This is an optimization exercise on Yosys and OpenROAD, whose aim is small area and a short achievable clock period, not a production implementation. Function was checked by simulation only, so behaviour that the tests miss may differ from the original. No activity file was given, so power comes from the tool's default toggle rates.

===== flow/run.sh =====
#!/bin/bash
# synth_recipe.tcl (not shown) runs the flow's synth.tcl, then flattens the netlist and writes it again
# the make line also repeats each setting of config.mk as NAME=value (left out here)
make -C /OpenROAD-flow-scripts/flow DESIGN_CONFIG=/design/flow/config.mk WORK_HOME=/design/flow/orfs CLKGATE_MAP_FILE= SYNTH_SCRIPT=/design/flow/synth_recipe.tcl finish

===== flow/config.mk =====
export PLATFORM = sky130hd
export DESIGN_NAME = sobel_filter
export DESIGN_NICKNAME = sobel_filter
export VERILOG_FILES = /design/flow/design.v
export SDC_FILE = /design/flow/constraint.sdc
export NUM_CORES = 4
export LEC_CHECK = 0
export CAP_MARGIN = 20
export CORE_MARGIN = 2
export CORE_UTILIZATION = 45
export SLEW_MARGIN = 20

===== flow/constraint.sdc =====
create_clock -name core_clock -period 5.8 [get_ports {clk}]
set_input_delay 1.1600 -clock core_clock [delete_from_list [all_inputs] [get_ports {clk}]]
set_output_delay 1.1600 -clock core_clock [all_outputs]
set_load 0.01 [all_outputs]

===== flow/design.v =====
module sobel_filter #(
    parameter int IMG_WIDTH  = 128,
    parameter int IMG_HEIGHT = 128
) (
    input  logic       clk,
    input  logic       rst,
    input  logic [7:0] pixel_data,
    output logic [7:0] edge_pixel,
    output logic       edge_valid
);
    localparam int AW   = $clog2(IMG_WIDTH);
    localparam int FULL = 2 * IMG_WIDTH + 2;
    localparam int CW   = $clog2(FULL + 1);
    generate
        if (IMG_WIDTH < 4 || IMG_WIDTH > 1024 || IMG_HEIGHT < 1) begin : g_bad_param
            $error("sobel_filter: IMG_WIDTH must be 4..1024 and IMG_HEIGHT positive");
        end
    endgenerate
    logic [7:0]    line1 [IMG_WIDTH];
    logic [7:0]    line2 [IMG_WIDTH];
    logic [AW-1:0] wr_ptr;
    logic [7:0]    tap1;
    logic [7:0]    tap2;
    assign tap1 = line1[wr_ptr];
    assign tap2 = line2[wr_ptr];
    always_ff @(posedge clk) begin
        line1[wr_ptr] <= pixel_data;
        line2[wr_ptr] <= tap1;
    end
    always_ff @(posedge clk or negedge rst) begin
        if (!rst) begin
            wr_ptr <= '0;
        end else if (wr_ptr == AW'(IMG_WIDTH - 1)) begin
            wr_ptr <= '0;
        end else begin
            wr_ptr <= wr_ptr + 1'b1;
        end
    end
    logic [7:0] win [3][3];
    always_ff @(posedge clk or negedge rst) begin
        if (!rst) begin
            for (int r = 0; r < 3; r++) begin
                for (int c = 0; c < 3; c++) begin
                    win[r][c] <= '0;
                end
            end
        end else begin
            for (int r = 0; r < 3; r++) begin
                win[r][0] <= win[r][1];
                win[r][1] <= win[r][2];
            end
            win[2][2] <= pixel_data;
            win[1][2] <= tap1;
            win[0][2] <= tap2;
        end
    end
    logic [CW-1:0] pix_cnt;
    logic          win_full;
    always_ff @(posedge clk or negedge rst) begin
        if (!rst) begin
            pix_cnt  <= '0;
            win_full <= 1'b0;
        end else begin
            if (pix_cnt != CW'(FULL)) begin
                pix_cnt <= pix_cnt + 1'b1;
            end
            win_full <= (pix_cnt == CW'(FULL));
        end
    end
    function automatic logic signed [11:0] ext(input logic [7:0] p);
        ext = $signed({4'b0000, p});
    endfunction
    logic signed [11:0] gx;
    logic signed [11:0] gy;
    logic        [11:0] abs_gx;
    logic        [11:0] abs_gy;
    logic        [11:0] mag;
    logic        [7:0]  mag_sat;
    always_comb begin
        gx = (ext(win[0][2]) + (ext(win[1][2]) <<< 1) + ext(win[2][2]))
           - (ext(win[0][0]) + (ext(win[1][0]) <<< 1) + ext(win[2][0]));
        gy = (ext(win[2][0]) + (ext(win[2][1]) <<< 1) + ext(win[2][2]))
           - (ext(win[0][0]) + (ext(win[0][1]) <<< 1) + ext(win[0][2]));
        abs_gx  = gx[11] ? 12'(-gx) : 12'(gx);
        abs_gy  = gy[11] ? 12'(-gy) : 12'(gy);
        mag     = abs_gx + abs_gy;
        mag_sat = (mag > 12'd255) ? 8'hFF : mag[7:0];
    end
    always_ff @(posedge clk or negedge rst) begin
        if (!rst) begin
            edge_pixel <= '0;
            edge_valid <= 1'b0;
        end else begin
            edge_valid <= win_full;
            edge_pixel <= win_full ? mag_sat : 8'h00;
        end
    end
endmodule

==> impl_metrics.json <==
{
  "outcome": "no timing/DRC/antenna violations",
  "die-area_sq_um": 192000,
  "hold_class": "in2async",
  "floorplan.die.height_microns": 439,
  "synth_area_sq_um": 85000,
  "gp_routability_congestion": 0.974,
  "wl_microns": 274000,
  "finish.cell_count_without_fillers": 7811,
  "pin_count": 19,
  "core_region_area_sq_um": 188000,
  "post-route-min-period_ns": 5.56,
  "path_class": "reg2reg",
  "internal_power_w": 0.0246,
  "largest_net_degree_at_the_start_of_global_routing": 98,
  "yosysTopAreaCellShare_pct": 72.4,
  "clock_insertion_delay_worst_skew_ns": 0.87,
  "synth-edff-count": 2048,
  "finClkSkew_ns": 0.0499,
  "sequential_cell_area_sq_um": 64000,
  "achievable_clock_frequency_mhz": 180,
  "start_kind": "flop",
  "setup_viol": 0,
  "mapped_nets": 4933,
  "timing.critical_path.arrival_ns": 6.30,
  "initial_utilization_pct": 45.3,
  "power.ir.vdd_worst_v": 0.000308,
  "synth.most_common_cell": "edfxtp_1",
  "worst_setup_hold_path_clk_slew_ns": 0.06,
  "synth_common_cells": "edfxtp_1, nor2_1, a221oi_1",
  "clockBufferDepth": 3,
  "num_cts_buffers": 212,
  "post_synth_and_or_nand_nor_area_fraction_pct": 3.07,
  "num-fill-cells": 15300,
  "worstMarginPinSlew_ns": 1.29,
  "final_antenna_net_count": 0,
  "finalSetupTns_ns": 0,
  "total_area_of_multi_input_combinational_cells_sq_um": 19400,
  "viasPerCell": 6.47,
  "htreeDepth": 4,
  "synthXorXnorAreaFrac_pct": 0.381,
  "area_growth_pct": 13.9,
  "synth_largest_area_cell": "edfxtp_1",
  "fin_worst_hold_slack_ns": 0.320,
  "p_leak_nw": 31.7,
  "post_synth_num_cell_types": 79,
  "port-buffer-count": 18,
  "max_cap_viols": 0,
  "wl_per_cell_microns": 35.1,
  "overall_routing_resource_usage_pct": 28.3,
  "power_w": 0.0315,
  "synth_area_per_cell_sq_um": 17.6,
  "synthMuxAreaShare_pct": 7.94,
  "yosys_warnings": 2,
  "async_flop_share_pct": 4.57,
  "p_clk_share_pct": 41.0,
  "drtPass1Iterations": 26,
  "syn_inst": 4820,
  "cp_data_required_time_ns": 6.53,
  "clock_tree_from_tritoncts": "yes",
  "comb_power_share_pct": 5.4,
  "compound_gate_portion_of_the_synthesized_area_pct": 8.97,
  "max_slew_margin_pct": 13.1,
  "global_route_wire_length_before_repair_microns": 383000,
  "grt_setup_unrepaired": "no",
  "overflow": 0,
  "row_count": 159,
  "dp.cells": 7408,
  "synth_seq_area_share_pct": 75.2,
  "finalMaxSlewViolations": 0,
  "dr_total_vias": 50500,
  "cts_root_buf": "clkbuf_16",
  "timing_hold_violations_final": 0,
  "antenna_found_initial": 20,
  "critical_path.max_fanout": 7,
  "finalNetCount": 5247,
  "switchingPower_w": 0.00689,
  "first_iter_violations": 7401,
  "power.switching_fraction_pct": 21.9,
  "postSynth.topFlopCell": "edfxtp_1",
  "die_width_microns": 439,
  "synth-adder-area-share_pct": 2.07,
  "share_seq_of_total_power_pct": 53.6,
  "clkSinkCount": 2146,
  "post-route-util_pct": 51.6,
  "layout-drive-gt1-share_pct": 19.5,
  "finalCritPeriodShare_pct": 95.9,
  "number_of_global_route_vias_before_repair": 48400,
  "crit_path_capture_type": "flop",
  "synth_top_cells_by_area": "edfxtp_1, mux4_2, dfrtp_1",
  "route.detailed.drc": 0,
  "largest_family_of_logic_cells_by_synthesized_area": "compound AO/OA/AOI/OAI gates",
  "hpwlAfterDp_microns": 168000,
  "postSynthRegisterBits": 2146,
  "cellPowerDensity_nw_per_um2": 325
}
## layout by cell type (no fill, tap or decap), drive strengths merged, types with 13 or more instances in the layout
cell type	netlist	layout
edfxtp	2048	2048
buf	207	397
nor2	301	301
clkbuf	99	276
a221oi	260	260
mux2i	212	212
mux2	157	157
nand2	156	156
a21oi	148	148
a22oi	138	138
mux4	127	127
o21ai	126	126
inv	96	102
clkinv	0	99
o22ai	98	98
dfrtp	98	98
fa	63	63
a22o	42	42
ha	40	40
a221o	33	33
o221ai	32	32
a211oi	24	24
nand3	23	23
xnor2	23	23
nor3	22	22
a31oi	14	14
a222oi	14	14
xor2	14	14
nor2b	14	14
o21a	13	13
o2bb2ai	13	13
## timing repair
item / 4_1_cts / 5_1_grt
gates resized for setup: 10 / 21
pin swaps: 12 / 15
hold buffers: 0 / 0
buffers inserted: 2 / 4
endpoints found under the setup margin: 7 / 8
## sequential cells by signal, summed over array words and instances (netlist names)
name	flops
win_full	1
pix_cnt	9
line2	1024
edge_valid	1
win	72
wr_ptr	7
edge_pixel	8
line1	1024
## stage by stage
step,setup WS (ns),area [sq um]
after floorplan,-0.217,85200
after global placement,-0.171,90100
after detailed placement,-0.236,90200
after CTS,0.0128,96600
after global routing,0.00275,96800
final,0.238,96800
## critical path: stages, from the launching register on
cell and delay, ns:
dfrtp_1 0.42, fa_1 0.53, fa_1 0.57, fa_1 0.45, ha_1 0.31, a211o_1 0.34
a211oi_1 0.47, nor4b_1 0.13, a211o_1 0.32, or4_1 0.48, a21oi_1 0.20, ha_1 0.26
or4_1 0.46, nor3_4 0.19, o21ai_4 0.12, o21a_1 0.20
## power by group through the flow
stage          Clock, W  Sequential (W)  Combinational [W]
6_report         0.0129          0.0169            0.00170
5_1_grt          0.0136          0.0168            0.00191
4_1_cts          0.0130          0.0169            0.00154
3_5_place_dp          0          0.0172            0.00146
3_3_place_gp          0          0.0172            0.00144
2_1_floorplan         0          0.0172           0.000949
## cell type report
class,instances,share of cell area [%]
flip-flops and latches,2146,66.1
multi-input cells,2272,20.0
clock buffers,276,5.80
repair buffers,406,3.63
well taps,2495,3.22
clock inverters,111,0.828
inverters,96,0.384
diodes,9,0.0233
## logic make-up after synthesis
group	Yosys count
compound gates	1039
xor+xnor	37
fa+ha+maj	103
buf+inv	402
flops	2146
mux	496
simple gates	597
## final timing paths
path                            from            end  slack, ns  cells past startpoint
max                        win[2][2]  edge_pixel[1]       0.24                     15
min                              rst  edge_pixel[0]       0.32                      1
max reg2reg                win[2][2]  edge_pixel[1]       0.24                     15
min reg2reg                win[4][7]      win[3][7]       0.35                      0
max in group asynchronous        rst      wr_ptr[1]       4.27                      2
min in group core_clock    win[4][7]      win[3][7]       0.35                      0
## per-layer routing
| metal | track usage, % | vias up | routed length [microns] |
|---|---|---|---|
| li1 | - | 20200 | - |
| met1 | 38.9 | 26500 | 105000 |
| met2 | 42.2 | 3184 | 122000 |
| met3 | 7.95 | 671 | 33300 |
| met4 | 12.7 | 14 | 14400 |
| met5 | 0 | - | 97 |

[separate check: timing with driven ports]
The flow's constraints put no driver on any port. The routed layout listed below was extracted and timed again, unchanged, in two steps.
Step 1, drivers: a clkbuf_16 drives clk and a buf_2 each remaining input, both assumed.
Step 2 adds t to the input delays and takes it off the output delays; t is the mean of the earliest and latest rising clock arrival at the registers after step 1. Input paths then give back, and output paths get back, about the clock's delay inside the block.
Slacks: ideal ports / drivers / drivers and shift; pairs: ideal ports / drivers.
t, ns: 0.932
setup WS [ns]: 0.238 / 0.238 / 0.238
worst hold slack (ns): 0.320 / 0.261 / 0.348
worst setup path at the end: register to register
worst data-port slew with drivers (ns): 0.04
After both steps setup and hold are still met in this run. The setup slack of this run moves by 0.000 ns with the drivers and by 0.000 ns with both steps.
